This design comes from an exercise in tuning for small area and a short achievable clock period on the open sky130 flow, not from production work. Function was checked by simulation only, so behaviour that the tests miss may differ from the original. No activity file was given, so power comes from the tool's default toggle rates.

$ cat flow/flow/run.sh
#!/bin/bash
# The standard layout (the standard.sh), with these changes:
#  - the input ports get buf_1 buffers and the output ports buf_4 buffers, instead of the
#    library's default pick (a delay cell); the outputs are buffered in flow/post_gp.tcl
#  - gate sizing may change a cell's footprint (MATCH_CELL_FOOTPRINT=0), so that cells on
#    the critical paths can be upsized
#  - after global placement each output port buffer is moved next to the register that
#    drives it (flow/post_gp.tcl); detailed placement legalises it
# The whole make output goes to standard.log; ORFS keeps each step's log under orfs/logs.
set -euo pipefail
bash standard.sh MATCH_CELL_FOOTPRINT=0 'BUFFER_PORTS_ARGS=-inputs -buffer_cell sky130_fd_sc_hd__buf_1' \
  "POST_GLOBAL_PLACE_TCL=$PWD/flow/post_gp.tcl" finish > standard.log 2>&1
$ cat flow/flow/post_gp.tcl
# After global placement: buffer the output ports (the inputs were buffered with buf_1 cells
# before it), and put each output port buffer on top of the register that drives it
# (detailed placement legalises it later). The register then drives a short wire and the
# stronger port buffer drives the long wire to the pin.
buffer_ports -outputs -buffer_cell sky130_fd_sc_hd__buf_4
set n 0
foreach buf [get_cells output*] {
  foreach ipin [get_pins -of_objects $buf -filter "direction == input"] {
    foreach dpin [get_pins -of_objects [get_nets -of_objects $ipin] -filter "direction == output"] {
      set drv [get_cells -of_objects $dpin]
      if {[string match "sky130_fd_sc_hd__df*" [get_property $drv ref_name]]} {
        set loc [[sta::sta_to_db_inst $drv] getLocation]
        [sta::sta_to_db_inst $buf] setLocation [lindex $loc 0] [lindex $loc 1]
        incr n
      }
    }
  }
}
puts "post_gp: moved $n output buffers next to their registers"
$ cat flow/standard.sh
#!/bin/bash
# synth_recipe.tcl (not shown) runs the flow's synth.tcl, then flattens the netlist and writes it again
# the make line also repeats each setting of config.mk as NAME=value (left out here)
make -C /OpenROAD-flow-scripts/flow DESIGN_CONFIG=/design/flow/config.mk WORK_HOME=/design/flow/orfs CLKGATE_MAP_FILE= SYNTH_SCRIPT=/design/flow/synth_recipe.tcl "${@:-finish}"
$ cat flow/config.mk
export PLATFORM = sky130hd
export DESIGN_NAME = dmem_responder
export DESIGN_NICKNAME = dmem_responder
export VERILOG_FILES = /design/flow/design.v
export SDC_FILE = /design/flow/constraint.sdc
export NUM_CORES = 4
export LEC_CHECK = 0
export CAP_MARGIN = 20
export CORE_MARGIN = 2
export CORE_UTILIZATION = 50
export CTS_BUF_LIST = sky130_fd_sc_hd__clkbuf_8 sky130_fd_sc_hd__clkbuf_16
export CTS_CLUSTER_DIAMETER = 100
export CTS_CLUSTER_SIZE = 26
export SETUP_SLACK_MARGIN = 3.6
export SLEW_MARGIN = 20
$ cat flow/constraint.sdc
create_clock -name core_clock -period 6.0 [get_ports {clk}]
set_input_delay 1.2000 -clock core_clock [delete_from_list [all_inputs] [get_ports {clk}]]
set_output_delay 1.2000 -clock core_clock [all_outputs]
set_load 0.01 [all_outputs]
$ cat flow/design.v
package dmem_pkg;
   localparam logic [2:0] F3_B  = 3'b000;
   localparam logic [2:0] F3_H  = 3'b001;
   localparam logic [2:0] F3_W  = 3'b010;
   localparam logic [2:0] F3_BU = 3'b100;
   localparam logic [2:0] F3_HU = 3'b101;
endpackage
import dmem_pkg::*;
module dmem_store_lanes
(
   input  logic        we,
   input  logic [2:0]  funct3,
   input  logic [1:0]  lane,
   input  logic [31:0] wdata,
   output logic [31:0] store_data,
   output logic [3:0]  store_mask,
   output logic        bad
);
   always_comb begin
      store_data = (funct3[1:0] == 2'b00) ? {4{wdata[7:0]}} :
                   (funct3[1:0] == 2'b01) ? {2{wdata[15:0]}} : wdata;
      store_mask = (funct3[1:0] == 2'b00) ? (4'b0001 << lane) :
                   (funct3[1:0] == 2'b01) ? (lane[1] ? 4'b1100 : 4'b0011) : 4'b1111;
      bad        = (we ? (funct3[2] | (funct3[1:0] == 2'b11))
                       : ((funct3[1:0] == 2'b11) | (funct3[2] & funct3[1])))
                 | ((funct3[1:0] == 2'b01) & lane[0])
                 | ((funct3[1:0] == 2'b10) & (lane != 2'b00));
   end
endmodule
module dmem_load_ctl
(
   input  logic        ld,         
   input  logic [2:0]  funct3,
   input  logic [1:0]  lane,
   output logic [3:0]  b0,         
   output logic [2:0]  b1,         
   output logic [1:0]  hi,         
   output logic        xb,         
   output logic        xh          
);
   always_comb begin
      b0 = '0;
      b1 = '0;
      hi = '0;
      xb = 1'b0;
      xh = 1'b0;
      if (ld) begin
         case (funct3[1:0])
            2'b00: begin                         
               b0[lane] = 1'b1;
               b1       = 3'b100;
               hi       = 2'b10;
               xb       = !funct3[2];
            end
            2'b01: begin                         
               b0[{lane[1], 1'b0}] = 1'b1;
               b1       = lane[1] ? 3'b010 : 3'b001;
               hi       = 2'b10;
               xh       = !funct3[2];
            end
            default: begin                       
               b0[0]    = 1'b1;
               b1       = 3'b001;
               hi       = 2'b01;
            end
         endcase
      end
   end
endmodule
module dmem_load_lanes
(
   input  logic [31:0] word,
   input  logic [3:0]  b0,
   input  logic [2:0]  b1,
   input  logic [1:0]  hi,
   input  logic        xb,
   input  logic        xh,
   output logic [31:0] load_word
);
   logic [7:0] r0, r1w;
   logic       ext;
   always_comb begin
      r0  = ({8{b0[0]}} & word[7:0])   | ({8{b0[1]}} & word[15:8])
          | ({8{b0[2]}} & word[23:16]) | ({8{b0[3]}} & word[31:24]);
      r1w = ({8{b1[0]}} & word[15:8])  | ({8{b1[1]}} & word[31:24]);
      ext = (xb & r0[7]) | (xh & r1w[7]);
      load_word = {({16{hi[0]}} & word[31:16]) | {16{hi[1] & ext}},
                   r1w | {8{b1[2] & ext}}, r0};
   end
endmodule
import dmem_pkg::*;
module dmem_responder
#(
   parameter int ADDR_W      = 32,
   parameter int DEPTH_WORDS = 64,
   parameter int WAIT_CYCLES = 2
) (
   input  logic              clk,
   input  logic              reset,
   input  logic              req_valid,
   output logic              req_ready,
   input  logic              req_we,
   input  logic [ADDR_W-1:0] req_addr,
   input  logic [31:0]       req_wdata,
   input  logic [2:0]        req_funct3,
   output logic              rsp_valid,
   input  logic              rsp_ready,
   output logic [31:0]       rsp_rdata,
   output logic              rsp_err
);
   localparam int NR = 16;
   logic s1, s2, s3, busy;                
   always_ff @(posedge clk or negedge reset) begin
      if (!reset) begin
         req_ready <= 1'b0;
         s1        <= 1'b0;
         s2        <= 1'b0;
         s3        <= 1'b0;
         busy      <= 1'b0;
         rsp_valid <= 1'b0;
      end else begin
         req_ready <= req_ready ? !req_valid : (rsp_valid ? rsp_ready : !(s1 | s2 | s3));
         s1        <= req_ready & req_valid;
         s2        <= s1;
         s3        <= s2;
         busy      <= (req_ready & req_valid) | s1 | s2;
         rsp_valid <= s3 | (rsp_valid & !rsp_ready);
      end
   end
   logic [1:0] rot;
   always_ff @(posedge clk)
      rot <= rot + 2'd1;
   logic [31:0] q_data;
   logic [3:0]  q_mask;
   logic        q_bad, q_err;
   logic [3:0]  q_b0;
   logic [2:0]  q_b1;
   logic [1:0]  q_hi;
   logic        q_xb, q_xh;
   dmem_store_lanes u_store (
      .we         (req_we),
      .funct3     (req_funct3),
      .lane       (req_addr[1:0]),
      .wdata      (req_wdata),
      .store_data (q_data),
      .store_mask (q_mask),
      .bad        (q_bad)
   );
   assign q_err = q_bad | (|req_addr[ADDR_W-1:8]);
   dmem_load_ctl u_ctl (
      .ld     (!req_we & !q_err),
      .funct3 (req_funct3),
      .lane   (req_addr[1:0]),
      .b0     (q_b0),
      .b1     (q_b1),
      .hi     (q_hi),
      .xb     (q_xb),
      .xh     (q_xh)
   );
   logic          a_st, a_err;
   logic [3:0]    a_ring;
   logic [1:0]    a_slot;
   logic [31:0]   a_data;
   logic [3:0]    a_mask;
   logic [3:0]    a_b0;
   logic [2:0]    a_b1;
   logic [1:0]    a_hi;
   logic          a_xb, a_xh;
   always_ff @(posedge clk)
      if (!busy) begin
         a_st   <= req_we & !q_err;
         a_err  <= q_err;
         a_ring <= req_addr[7:4];
         a_slot <= req_addr[3:2];
         a_data <= q_data;
         a_mask <= q_mask;
      end
   always_ff @(posedge clk or negedge reset)
      if (!reset) begin
         a_b0   <= '0;
         a_b1   <= '0;
         a_hi   <= '0;
         a_xb   <= 1'b0;
         a_xh   <= 1'b0;
      end else if (!busy) begin
         a_b0   <= q_b0;
         a_b1   <= q_b1;
         a_hi   <= q_hi;
         a_xb   <= q_xb;
         a_xh   <= q_xh;
      end
   logic [1:0]    a_place, place_n;
   logic [NR-1:0] rs0, rs2, ring_oh;
   assign place_n = busy ? a_place + 2'd1 : req_addr[3:2] + rot + 2'd1;
   assign ring_oh = busy ? (rs0 | rs2) : NR'(1) << req_addr[7:4];
   always_ff @(posedge clk) begin
      a_place <= place_n;
      rs0     <= place_n[1] ? '0 : ring_oh;
      rs2     <= place_n[1] ? ring_oh : '0;
   end
   logic        p_ld;
   logic [3:0]  p_ring;
   logic [1:0]  p_slot;
   logic [31:0] p_data;
   logic [3:0]  p_mask;
   logic [NR-1:0] p_hit;                  
   logic [3:0]  ring_n;
   logic [1:0]  slot_n;
   assign p_ld   = s3 & a_st;
   assign ring_n = p_ld ? a_ring : p_ring;
   assign slot_n = p_ld ? a_slot : p_slot;
   always_ff @(posedge clk) begin
      if (p_ld) begin
         p_ring <= a_ring;
         p_slot <= a_slot;
         p_data <= a_data;
         p_mask <= a_mask;
      end
      p_hit <= (slot_n + rot == 2'd2) ? NR'(1) << ring_n : '0;
   end
   logic [NR*32-1:0] tap0, tap2;
   for (genvar r = 0; r < NR; r++) begin : g_ring
      logic [31:0] p0, p1, p2, p3;
      always_ff @(posedge clk) begin
         p1 <= p0;
         p2 <= p1;
         p3 <= p2;
         for (int b = 0; b < 4; b++)
            p0[8*b +: 8] <= (p_hit[r] & p_mask[b]) ? p_data[8*b +: 8] : p3[8*b +: 8];
      end
      assign tap0[32*r +: 32] = p0;
      assign tap2[32*r +: 32] = p2;
   end
   logic [31:0] rd;
   always_comb begin
      rd = '0;
      for (int r = 0; r < NR; r++)
         rd = rd | ({32{rs0[r]}} & tap0[32*r +: 32]) | ({32{rs2[r]}} & tap2[32*r +: 32]);
   end
   logic        cap, byp;
   logic [31:0] word, load_word;
   assign cap = (s1 | s2) & !a_place[0];
   always_ff @(posedge clk)
      byp <= (p_ring == a_ring) & (p_slot == a_slot);
   always_comb
      for (int b = 0; b < 4; b++)
         word[8*b +: 8] = (byp & p_mask[b]) ? p_data[8*b +: 8] : rsp_rdata[8*b +: 8];
   dmem_load_lanes u_load (
      .word      (word),
      .b0        (a_b0),
      .b1        (a_b1),
      .hi        (a_hi),
      .xb        (a_xb),
      .xh        (a_xh),
      .load_word (load_word)
   );
   always_ff @(posedge clk or negedge reset) begin
      if (!reset) begin
         rsp_rdata <= '0;
         rsp_err   <= 1'b0;
      end else if (s3) begin
         rsp_rdata <= load_word;
         rsp_err   <= a_err;
      end else if (cap) begin
         rsp_rdata <= rd;
      end
   end
endmodule
==> results.txt, run 1 <==
cell family with most CP delay=flip-flops; CP bufs+invs=1; core area=119000 µm²; Crit. End Element=output port; via count=between 30000 and 40000; period utilisation layout=42.2%; vias per inst=around 5.8; Post-Synthesis Cell Area=~60000 µm²; antenna-violating nets left=0; Initial Util=between 50% and 60%; Die ar.=~120000 µm²; Synth Net Count=between 4000 and 5000; startpoint types=flop; critical path cell sequence=buf_6; Placed Cells=5645; Comb pwr share=about an eighth; drt first pass iters=8; Sw Share=approximately 28%; yosys warns=4; worst min-delay path startpoint=g_ring[12].p1[31]$_DFF_P_; share of the synthesized area in the top cell type=a little over two thirds; gr ovfl total=0; max cap viols=0; net load switching power=about 9.3 mW; CTS Buffer Depth=3; CP Class=flop to output port; residual DRC count=0; Pint=23.6 mW; synthesis-stage register bit count=between 2000 and 2500; Yosys top cell by area=dfxtp_1; Worst-Skew Late Latency=approximately 0.73 ns; status=finished clean; synthesis-to-layout area growth=9.71%; RSZ-0062 raised after global routing=true; layout cell share with drive strength beyond 1=between 20% and 30%; sequential element share of the synthesized area=76.4%; Max Clk Rate=around 0.39 GHz; peak supply drop=approximately 0.24 mV; HPWL after detailed placement=~110 mm; static leakage=roughly 26 nW; WP data arrival=1.33 ns; initial antenna violation count=14; Critical Path RT=approximately 4.8 ns; pwr dens=between 500 and 600 nW/µm²; final core utilization=a little under three fifths; crit-path max cell delay=around 0.44 ns; CTS tree=built; Final Max Slew Viols=0; die height=roughly 350 µm; asr flop ratio synth=roughly 2.2%; post-route minimum period=2.53 ns; Yosys cell types=57; H-tree depth=3; Layout Cells excl Fill=roughly 5800; number of global-route vias before repair=32900; IO Count=approximately 110; largest net degree at the start of global routing=51; CTS Buf Count=96; root buf cell=clkbuf_16; Tightest Hold Check Type=flop to flop; Primary FF master, synth=dfxtp_1; Syn Inst Count=approximately 4100; CTS sink count=between 2000 and 2500; Chip Width=around 350 µm; final setup fails=0; Worst slew margin=between 20% and 30%; Worst Max-Slew Pin Slew=roughly 1.1 ns; drt first-iter violations=between 3000 and 4000; synth cell count leaders=dfxtp_1 (2107), mux2_2 (553), a22oi_1 (483), nand4_1 (127), clkbuf_1 (123); crit path launch=rsp_rdata[1]$_DFFE_PN0P_; CP max-delay cell=dfrtp_1; All-Layer GR Usage=~29%; Seq pwr share=around 64%; Layout Skew=0.0322 ns; EDFF count, synth=80; Post-Route WL=about 180 mm; final net count=around 4300; most frequent cell after synthesis=dfxtp_1; final hold violations=0; I/O Buffers=between 100 and 150; Worst-path clk slew=about 0.11 ns; Final TNS setup=0 ns; Avg Cell Area, Syn=about 15 µm²; row count=~130; reg2reg start=rs0[15]$_SDFF_PP0_; Clock power frac=a little under a quarter; top cells by area, synth=dfxtp_1 (70%), mux2_2 (10%), a22oi_1 (6.0%); total power=between 30 and 40 mW; first-pass GRT wire length=~250 mm; Crit Path Max Fanout=2; DR WL/cell=about 31 µm
path summary, 6_finish.rpt:
path	endpoint	slack, ns	depth (start not counted)
max in group asynchronous	s3$_DFF_PN0_	4.74	1
worst min-delay path	g_ring[12].p2[31]$_DFF_P_	0.32	0
worst max-delay path	rsp_rdata[1]	3.47	1
min in group asynchronous	a_b0[1]$_DFFE_PN0N_	0.59	1
worst max register to register	rsp_rdata[25]$_DFFE_PN0P_	3.56	6
worst min register to register	g_ring[12].p2[31]$_DFF_P_	0.32	0
area by class of cell:
cell class / instances / area (µm²)
Antenna cell: 1 / 2.50
Clock buffer: 97 / 2430
Clock inverter: 28 / 183
Fill cell: 9943 / 53600
Inverter: 19 / 71.3
Multi-Input combinational cell: 1631 / 13800
Sequential cell: 2237 / 45900
Tap cell: 1612 / 2020
Timing Repair Buffer: 197 / 1480
state kept, by name, indices dropped and copies added, names as in the netlist, 32 cells and up:
signal     flops
g_ring.p1    512
rsp_rdata     32
g_ring.p0    512
g_ring.p3    512
g_ring.p2    512
p_data        32
a_data        32
cell usage in the layout (no fill, tap or decap), types with 7 or more instances in the layout:
| cell type | netlist | routed |
|---|---|---|
| a21oi_1 | 21 | 21 |
| buf_6 | 0 | 57 |
| o221a_1 | 10 | 10 |
| xnor2_1 | 8 | 7 |
| dfrtp_1 | 50 | 47 |
| nor2_1 | 75 | 74 |
| buf_4 | 2 | 65 |
| mux2_2 | 553 | 553 |
| and2_1 | 19 | 19 |
| mux2i_1 | 23 | 23 |
| inv_1 | 18 | 35 |
| a22oi_1 | 483 | 483 |
| o21ai_0 | 15 | 14 |
| dfxtp_1 | 2107 | 2075 |
| clkbuf_16 | 0 | 97 |
| nor2b_1 | 9 | 9 |
| nor3_1 | 13 | 12 |
| a22o_1 | 21 | 21 |
| edfxtp_1 | 80 | 80 |
| or4_1 | 8 | 7 |
| nand2_1 | 121 | 120 |
| dfxtp_2 | 0 | 16 |
| o22ai_1 | 8 | 8 |
| dfxtp_4 | 0 | 16 |
| nand4_1 | 127 | 127 |
| nor4_2 | 0 | 10 |
| a221oi_1 | 19 | 19 |
| o221a_2 | 8 | 8 |
| buf_1 | 36 | 69 |
| nor4_1 | 28 | 12 |
power groups by stage:
stage          registers [mW]  logic [mW]  clock network (mW)
2_1_floorplan            20.3        2.16                   0
3_3_place_gp             21.7        3.19                   0
3_5_place_dp             21.5        3.66                   0
4_1_cts                  21.2        4.07                7.55
5_1_grt                  21.5        4.41                8.06
6_report                 21.2        4.28                7.46
worst register-to-register path: stages, from the launching register on:
cell     delay [ns]
dfxtp_2        0.64
buf_6          0.39
a22oi_1        0.21
nand4_1        0.12
nor4_2         0.69
nand2_1        0.14
o221a_1        0.15
logic make-up (layout without fill, tap and decap cells):
kind of cell	count (synthesis)	after routing	share of synthesized area, %
and+or+nand+nor	418	418	3.56
DFF	2237	2237	76.4
AOI/OAI and AO/OA	622	622	7.92
adders and majority gates	2	2	0.0417
buffers and inverters	185	341	1.18
other	0	1	0
muxes	577	577	10.8
xor gates and xnor gates	12	12	0.175
stage by stage:
step	setup slack, ns	hold WS [ns]	area (µm²)
finish	3.47	0.316	65900
global route	3.44	0.334	65900
CTS	3.44	0.326	65700
detailed placement	2.68	0.312	62300
global placement	2.70	0.310	62100
floorplan	3.61	0.310	60000
routing by layer:
| metal | vias up | part of all wire (%) | global-route usage, % |
|---|---|---|---|
| met2 | 1453 | 44 | 45.0 |
| met4 | 2 | 2.8 | 8.15 |
| met1 | 17300 | 45 | 42.7 |
| met5 | - | 0.0066 | 0 |
| met3 | 297 | 8.4 | 4.94 |
| li1 | 14700 | - | - |
repair_timing:
item	CTS	global route
pin swaps	2	2
buffers inserted	37	14
gates resized for setup	94	18
endpoints found under the setup margin	135	66
hold buffers	0	0
==> run 2, diff against run 1 <==
--- a/flow/config.mk
+++ b/flow/config.mk
@@ -11,5 +11,6 @@
 export CTS_BUF_LIST = sky130_fd_sc_hd__clkbuf_8 sky130_fd_sc_hd__clkbuf_16
 export CTS_CLUSTER_DIAMETER = 100
 export CTS_CLUSTER_SIZE = 26
+export PLACE_DENSITY = 0.7
 export SETUP_SLACK_MARGIN = 3.6
 export SLEW_MARGIN = 20
==> run 2 against run 1 <==
Clock skew grew 0.017 ns. Global-route usage decreased by 1.5 points. Critical path depth is the same. Synthesized cell count is the same. Wire length decreased by 4.9%. Clock power is 1% lower. Register-to-register slack about the same. Maximum frequency is 0.35% lower. Flip-flop and latch count did not move.
==> results.txt, run 2 <==
final hold violations=0 (unchanged); Die ar.=123000 µm² (unchanged); Yosys top cell by area=dfxtp_1; Initial Util=50.2% (unchanged); cell family with most CP delay=flip-flops; post-route minimum period=2.54 ns (+0.00901 ns); Crit Path Max Fanout=3 (+1); vias per inst=5.86 (+0.84%); Crit. End Element=output port; Chip Width=351 µm (unchanged); CTS Hold Bufs=0 (unchanged); most frequent cells in the layout=dfxtp_1 (2074), mux2_2 (553), a22oi_1 (483); Max Clk Rate=0.393 GHz (-0.35%); HPWL after detailed placement=106 mm (-2.9%); most frequent cell after synthesis=dfxtp_1; synthesis-to-layout area growth=9.52%; Post-Route WL=173 mm (-4.9%); Post-Synthesis Cell Area=60000 µm² (unchanged); synth cell count leaders=dfxtp_1 (2107), mux2_2 (553), a22oi_1 (483), nand4_1 (127), clkbuf_1 (123); final net count=4264 (+0.19%); Worst-Skew Late Latency=0.73 ns (about the same); Final TNS setup=0 ns (unchanged); H-tree depth=3 (unchanged); synthesis-stage register bit count=2237 (unchanged); CTS Buf Count=96 (unchanged); CTS tree=built; sequential element share of the synthesized area=76.4% (unchanged); I/O Buffers=106 (unchanged); gr ovfl total=0 (unchanged); CP bufs+invs=1 (unchanged); Worst Max-Slew Pin Slew=0.992 ns (-0.137 ns); critical path cell sequence=buf_6; layout cell share with drive strength beyond 1=20.8% (+0.17 points); Post-Layout Inst Area=65700 µm² (-0.17%); period utilisation layout=42.4% (+0.15 points); fill count=9717 (-2.3%); CP max-delay cell=dfrtp_1; Worst-path clk slew=0.11 ns (about the same); Placed Area=62400 µm² (+0.16%); Register Area=45900 µm² (about the same); startpoint types=flop; Final Max Slew Viols=0 (unchanged); number of global-route vias before repair=33100 (+0.47%); crit-path max cell delay=0.44 ns (about the same); asr flop ratio synth=2.24% (unchanged); residual DRC count=0 (unchanged); root buf cell=clkbuf_16; die height=351 µm (unchanged); Primary FF master, synth=dfxtp_1; RSZ-0062 raised after global routing=true; drt first-iter violations=4073 (+6.7%); top cells by area, synth=dfxtp_1 (70%), mux2_2 (10%), a22oi_1 (6.0%); first-pass GRT wire length=243 mm (-4.0%); share of the synthesized area in the top cell type=70.3% (unchanged); CTS sink count=2237 (unchanged); WP data arrival=1.34 ns (about the same); row count=127 (unchanged); Yosys cell types=57 (unchanged); via count=34100 (+0.89%); Multi-input gate area=13700 µm² (-0.25%); initial antenna violation count=8 (-6); status=finished clean; Layout Skew=0.0496 ns (+0.0174 ns); EDFF count, synth=80 (unchanged); IO Count=107 (unchanged); largest net degree at the start of global routing=60 (+18%); Avg Cell Area, Syn=14.8 µm² (unchanged); Critical Path RT=4.80 ns (about the same); Syn Inst Count=4053 (unchanged); yosys warns=4 (unchanged); drt first pass iters=6 (-2); pwr dens=498 nW/µm² (-0.42%); final setup fails=0 (unchanged); DR WL/cell=29.8 µm (-4.9%); antenna-violating nets left=0 (unchanged); peak supply drop=0.295 mV (+24%); CP Class=flop to output port; core area=119000 µm² (unchanged); Synth Net Count=4127 (unchanged); Worst slew margin=33.7% (+8.9 points); commonest non-fill, non-tap cell in the layout=dfxtp_1; Tightest Hold Check Type=flop to flop; CTS Buffer Depth=3 (unchanged); static leakage=25.9 nW (about the same); Ant. Diodes=0 (-1); All-Layer GR Usage=27.8% (-1.5 points); max cap viols=0 (unchanged)
==> run 2: cell counts after synthesis <==
No cell type changed its count.
==> run 2: cell families after synthesis <==
| group | count (synthesis) | share of synthesized area, % |
|---|---|---|
| buf+inv | 185 | 1.18 |
| fa+ha+maj | 2 | 0.0417 |
| flops | 2237 | 76.4 |
| simple gates | 418 | 3.56 |
| mux | 577 | 10.8 |
| compound gates | 622 | 7.92 |
| xor+xnor | 12 | 0.175 |
==> run 2: final timing paths <==
path	cells after the start	end	slack (ns)	start
hold reg to reg	0	g_ring[13].p2[22]$_DFF_P_	0.31	g_ring[13].p1[22]$_DFF_P_
hold / removal	0	g_ring[13].p2[22]$_DFF_P_	0.31	g_ring[13].p1[22]$_DFF_P_
setup / recovery	1	rsp_rdata[9]	3.46	rsp_rdata[9]$_DFFE_PN0P_
min in group asynchronous	2	a_b0[3]$_DFFE_PN0N_	0.63	reset
setup reg to reg	6	rsp_rdata[7]$_DFFE_PN0P_	3.55	rs0[10]$_SDFF_PP0_
max in group asynchronous	2	s3$_DFF_PN0_	4.75	reset
==> run 2: timing repair <==
action                     in CTS  in global routing
resized for setup              71                 18
pin swaps                       1                  1
setup endpoints to repair     125                 84
buffers inserted               37                  8
==> run 2: cell type report <==
cell class              instances  area share, %
clock inverters                23          0.196
well taps                    1612           3.07
flip-flops and latches       2237           69.8
multi-input cells            1631           20.9
clock buffers                  98           3.73
repair buffers                205           2.22
inverters                      19          0.108
==> run 2: per-layer routing <==
layer | global-route usage, % | vias up | wire length [µm]
li1 | - | 14700 | -
met3 | 7.01 | 373 | 19100
met2 | 41.0 | 1732 | 73500
met4 | 9.92 | 6 | 7100
met1 | 39.6 | 17300 | 73800
met5 | 0 | - | 40
==> run 2: stage by stage <==
stage | setup slack (ns) | hold slack, ns | total power [mW] | cells | utilization [%]
floorplan | 3.61 | 0.310 | 22.4 | 4053 | -
global route | 3.44 | 0.314 | 33.8 | 5825 | 55.0
global placement | 2.52 | 0.310 | 24.8 | 5624 | 52.0
CTS | 3.46 | 0.313 | 32.6 | 5817 | 54.9
finish | 3.46 | 0.306 | 32.8 | 5825 | 55.0
detailed placement | 2.49 | 0.312 | 25.1 | 5659 | 52.2
==> run 2: where the power goes <==
group	switching [mW]	internal (mW)	leakage, nW
registers	2.19	18.9	18.5
logic	2.54	1.74	6.06
clock network	4.40	2.97	1.33
==> run 3, diff against run 2 <==
==> flow/flow/run.sh (replaced) <==
#!/bin/bash
# The standard layout (the standard.sh), with these changes:
#  - the port buffers are buf_4 cells instead of the library's default pick (a delay cell)
#  - gate sizing may change a cell's footprint (MATCH_CELL_FOOTPRINT=0), so that cells on
#    the critical paths can be upsized
#  - after global placement each output port buffer is moved next to the register that
#    drives it and both are given a stronger cell (flow/post_gp.tcl); detailed placement
#    legalises them
# The whole make output goes to standard.log; ORFS keeps each step's log under orfs/logs.
set -euo pipefail
bash standard.sh MATCH_CELL_FOOTPRINT=0 'BUFFER_PORTS_ARGS=-buffer_cell sky130_fd_sc_hd__buf_4' \
  "POST_GLOBAL_PLACE_TCL=$PWD/flow/post_gp.tcl" finish > standard.log 2>&1
==> flow/flow/post_gp.tcl (replaced) <==
# After global placement: put each output port buffer on top of the register that drives
# it (detailed placement legalises it later). The register then drives a short wire and the
# port buffer drives the long wire to the pin. Both get a stronger cell: the register the
# next drive strength of its type, the port buffer a buf_8.
set n 0
foreach buf [get_cells output*] {
  foreach ipin [get_pins -of_objects $buf -filter "direction == input"] {
    foreach dpin [get_pins -of_objects [get_nets -of_objects $ipin] -filter "direction == output"] {
      set drv [get_cells -of_objects $dpin]
      set master [get_property $drv ref_name]
      if {[string match "sky130_fd_sc_hd__df*" $master]} {
        set loc [[sta::sta_to_db_inst $drv] getLocation]
        [sta::sta_to_db_inst $buf] setLocation [lindex $loc 0] [lindex $loc 1]
        if {[regexp {^(sky130_fd_sc_hd__df[a-z]+)_1$} $master -> base]} {
          replace_cell $drv ${base}_2
        }
        replace_cell $buf sky130_fd_sc_hd__buf_8
        incr n
      }
    }
  }
}
puts "post_gp: moved and resized $n output buffers and their registers"
--- a/flow/config.mk
+++ b/flow/config.mk
@@ -11,6 +11,5 @@
 export CTS_BUF_LIST = sky130_fd_sc_hd__clkbuf_8 sky130_fd_sc_hd__clkbuf_16
 export CTS_CLUSTER_DIAMETER = 100
 export CTS_CLUSTER_SIZE = 26
-export PLACE_DENSITY = 0.7
 export SETUP_SLACK_MARGIN = 3.6
 export SLEW_MARGIN = 20
==> run 3 against run 2 <==
Largest cell class unchanged. Worst setup slack improved by 0.022 ns. Cell count is 0.26% lower. Critical path type unchanged. Register-to-register slack is essentially flat. Power up 0.68%. Maximum frequency rose by 0.88%. Die area unchanged. Sequential share of layout area decreased by 0.33 points. Sequential power hardly changed. Still clean.
==> results.txt, run 3 <==
max cap viols=0 (unchanged); DR WL/cell=31.3 µm (+5.0%); CTS sink count=2237 (unchanged); RSZ-0062 raised after global routing=true; period utilisation layout=42.0% (-0.37 points); startpoint types=flop; Critical Path RT=4.80 ns (about the same); Post-Synthesis Cell Area=60000 µm² (unchanged); IO Count=107 (unchanged); yosys warns=4 (unchanged); CTS Buf Count=96 (unchanged); Worst Max-Slew Pin Slew=1.07 ns (+0.0755 ns); top cells by area, synth=dfxtp_1 (70%), mux2_2 (10%), a22oi_1 (6.0%); final hold violations=0 (unchanged); Primary FF master, synth=dfxtp_1; gr ovfl total=0 (unchanged); worst reg-to-reg path cell count=7 (+1); Avg Cell Area, Syn=14.8 µm² (unchanged); initial antenna violation count=11 (+3); reg2reg start=rs0[7]$_SDFF_PP0_; synth cell count leaders=dfxtp_1 (2107), mux2_2 (553), a22oi_1 (483), nand4_1 (127), clkbuf_1 (123); sequential element share of the synthesized area=76.4% (unchanged); Crit Path Max Fanout=2 (-1); CTS Hold Bufs=0 (unchanged); number of global-route vias before repair=32800 (-0.81%); Max Clk Rate=0.397 GHz (+0.88%); CTS Buffer Depth=3 (unchanged); synthesis-stage register bit count=2237 (unchanged); post-route minimum period=2.52 ns (-0.0222 ns); drt first pass iters=6 (unchanged); Final TNS setup=0 ns (unchanged); Die ar.=123000 µm² (unchanged); Placed Cells=5645 (-0.25%); via count=33800 (-0.97%); EDFF count, synth=80 (unchanged); Syn Inst Count=4053 (unchanged); antenna-violating nets left=0 (unchanged); crit-path max cell delay=0.44 ns (about the same); Crit path depth=1 (unchanged); first-pass GRT wire length=253 mm (+4.1%); cell family with most CP delay=flip-flops; most frequent cell after synthesis=dfxtp_1; fill count=9891 (+1.8%); net load switching power=9.27 mW (+1.6%); Layout Skew=0.0481 ns (-0.00144 ns); final net count=4247 (-0.40%); row count=127 (unchanged); Seq pwr share=64.6% (about the same); Post-Route WL=182 mm (+4.8%); Pint=23.7 mW (+0.33%); layout cell share with drive strength beyond 1=22.8% (+2.0 points); Clock power frac=22.5% (about the same); most frequent cells in the layout=dfxtp_1 (2074), mux2_2 (553), a22oi_1 (483); H-tree depth=3 (unchanged); Yosys cell types=57 (unchanged); All-Layer GR Usage=29.3% (+1.5 points); synthesis-to-layout area growth=10.2%; hold_ws=0.313 ns (+0.00656 ns); total power=33.0 mW (+0.68%); asr flop ratio synth=2.24% (unchanged); drt first-iter violations=3700 (-9.2%); Worst-path clk slew=0.11 ns (about the same); critical path cell sequence=buf_8; final setup fails=0 (unchanged); Tightest Hold Check Type=flop to flop; die height=351 µm (unchanged); commonest non-fill, non-tap cell in the layout=dfxtp_1; worst setup path end=rsp_rdata[31]; Chip Width=351 µm (unchanged); root buf cell=clkbuf_16; Multi-input gate area=13700 µm² (+0.12%); Comb pwr share=13.0% (about the same); Final Max Slew Viols=0 (unchanged); CP Class=flop to output port; RR Endpoint=rsp_rdata[30]$_DFFE_PN0P_; Initial Util=50.2% (unchanged); CP max-delay cell=dfrtp_2; reg2reg setup slack=3.55 ns (about the same); share of the synthesized area in the top cell type=70.3% (unchanged); core area=119000 µm² (unchanged); WP data arrival=1.32 ns (-0.02 ns); static leakage=26.0 nW (+0.70%); status=finished clean; dpl ws=2.99 ns (+0.502 ns); Crit. End Element=output port; HPWL after detailed placement=109 mm (+3.4%); I/O Buffers=106 (unchanged); final worst slack=3.48 ns (+0.0222 ns); pwr dens=499 nW/µm² (about the same); crit path launch=rsp_rdata[31]$_DFFE_PN0P_; Register Area=46000 µm² (+0.11%); Synth Net Count=4127 (unchanged); largest net degree at the start of global routing=53 (-12%); residual DRC count=0 (unchanged); vias per inst=5.82 (-0.71%); CP bufs+invs=1 (unchanged); Sw Share=28.1% (+0.25 points); Worst-Skew Late Latency=0.73 ns (about the same); CTS tree=built; Worst slew margin=28.9% (-4.9 points); Layout Cells excl Fill=5810 (-0.26%); peak supply drop=0.258 mV (-13%); Yosys top cell by area=dfxtp_1
==> run 3: cell counts after synthesis <==
Identical to the previous run, type by type.
==> run 3: layout make-up <==
| type | count | area share (%) |
|---|---|---|
| antenna | 1 | 0.00378 |
| clock buffer | 97 | 3.67 |
| clock inverter | 25 | 0.212 |
| inverter | 19 | 0.108 |
| multi-input combinational | 1631 | 20.8 |
| sequential | 2237 | 69.5 |
| tap | 1612 | 3.05 |
| timing repair buffer | 188 | 2.70 |
==> run 3: metrics by stage <==
stage,utilization [%],instance area (µm²)
6_report,55.3,66100
5_1_grt,55.3,66100
4_1_cts,55.2,66000
3_5_place_dp,52.6,62900
3_3_place_gp,52.4,62600
2_1_floorplan,-,60000
==> run 3: kinds of logic after synthesis <==
| logic type | Yosys count | synth area share [%] |
|---|---|---|
| flops | 2237 | 76.4 |
| compound gates | 622 | 7.92 |
| mux | 577 | 10.8 |
| simple gates | 418 | 3.56 |
| buf+inv | 185 | 1.18 |
| xor+xnor | 12 | 0.175 |
| fa+ha+maj | 2 | 0.0417 |
==> run 3: worst min-delay path by stage <==
stage / from / end / slack [ns] / depth (start not counted)
2_1_floorplan: g_ring[0].p1[0]$_DFF_P_ / g_ring[0].p2[0]$_DFF_P_ / 0.31 / 0
3_3_place_gp: g_ring[6].p1[23]$_DFF_P_ / g_ring[6].p2[23]$_DFF_P_ / 0.31 / 0
3_5_place_dp: g_ring[7].p1[5]$_DFF_P_ / g_ring[7].p2[5]$_DFF_P_ / 0.31 / 0
4_1_cts: g_ring[2].p1[6]$_DFF_P_ / g_ring[2].p2[6]$_DFF_P_ / 0.33 / 0
5_1_grt: g_ring[13].p1[20]$_DFF_P_ / g_ring[13].p2[20]$_DFF_P_ / 0.33 / 0
6_report: g_ring[2].p1[6]$_DFF_P_ / g_ring[2].p2[6]$_DFF_P_ / 0.31 / 0
==> run 3: power by group through the flow <==
| stage | registers, mW | clock network, mW | logic (mW) |
|---|---|---|---|
| 5_1_grt | 21.6 | 8.00 | 4.43 |
| 6_report | 21.3 | 7.41 | 4.28 |
| 3_3_place_gp | 21.6 | 0 | 3.50 |
| 4_1_cts | 21.2 | 7.49 | 4.17 |
| 2_1_floorplan | 20.3 | 0 | 2.16 |
| 3_5_place_dp | 21.6 | 0 | 3.84 |
==> run 3: metal layers <==
| layer | up-vias | global-route usage [%] | part of all wire (%) |
|---|---|---|---|
| li1 | 14700 | - | - |
| met1 | 17200 | 42.3 | 45 |
| met2 | 1513 | 44.6 | 44 |
| met3 | 298 | 5.86 | 8.7 |
| met4 | 12 | 8.54 | 2.9 |
| met5 | - | 0 | 0.060 |
==> run 3: timing repair <==
action,CTS,global route
pin swaps,1,2
resized for setup,45,25
buffers inserted,39,3
setup endpoints to repair,80,73

[afterwards: timing with drivers on the ports]
How much do the figures lean on ideal ports? The routed layouts below were timed once more, with nothing changed but the port constraints. Step 1 assumes that a clkbuf_16 drives the clock port and a buf_2 every other input. Step 2 adds t to the input delays and takes it off the output delays; t is the mean of the earliest and latest rising clock arrival at the registers after step 1. Input paths then give back, and output paths get back, about the clock's delay inside the block. Three values: ideal ports, drivers, drivers and shift; two values: the first two.
run | t (ns) | setup WS [ns] | hold WS [ns] | pins driven straight from the clock port
run 1 | 0.801 | 3.467 / 3.385 / 3.171 | 0.316 / 0.316 / 0.316 | 1
run 2 | 0.796 | 3.458 / 3.375 / 2.946 | 0.306 / 0.306 / 0.306 | 1
run 3 | 0.785 | 3.480 / 3.399 / 3.190 | 0.313 / 0.313 / 0.313 | 1
After both steps every run listed still meets setup and hold. The setup slack of run 2, which loses most, moves by -0.083 ns with the drivers and by -0.512 ns with both steps.
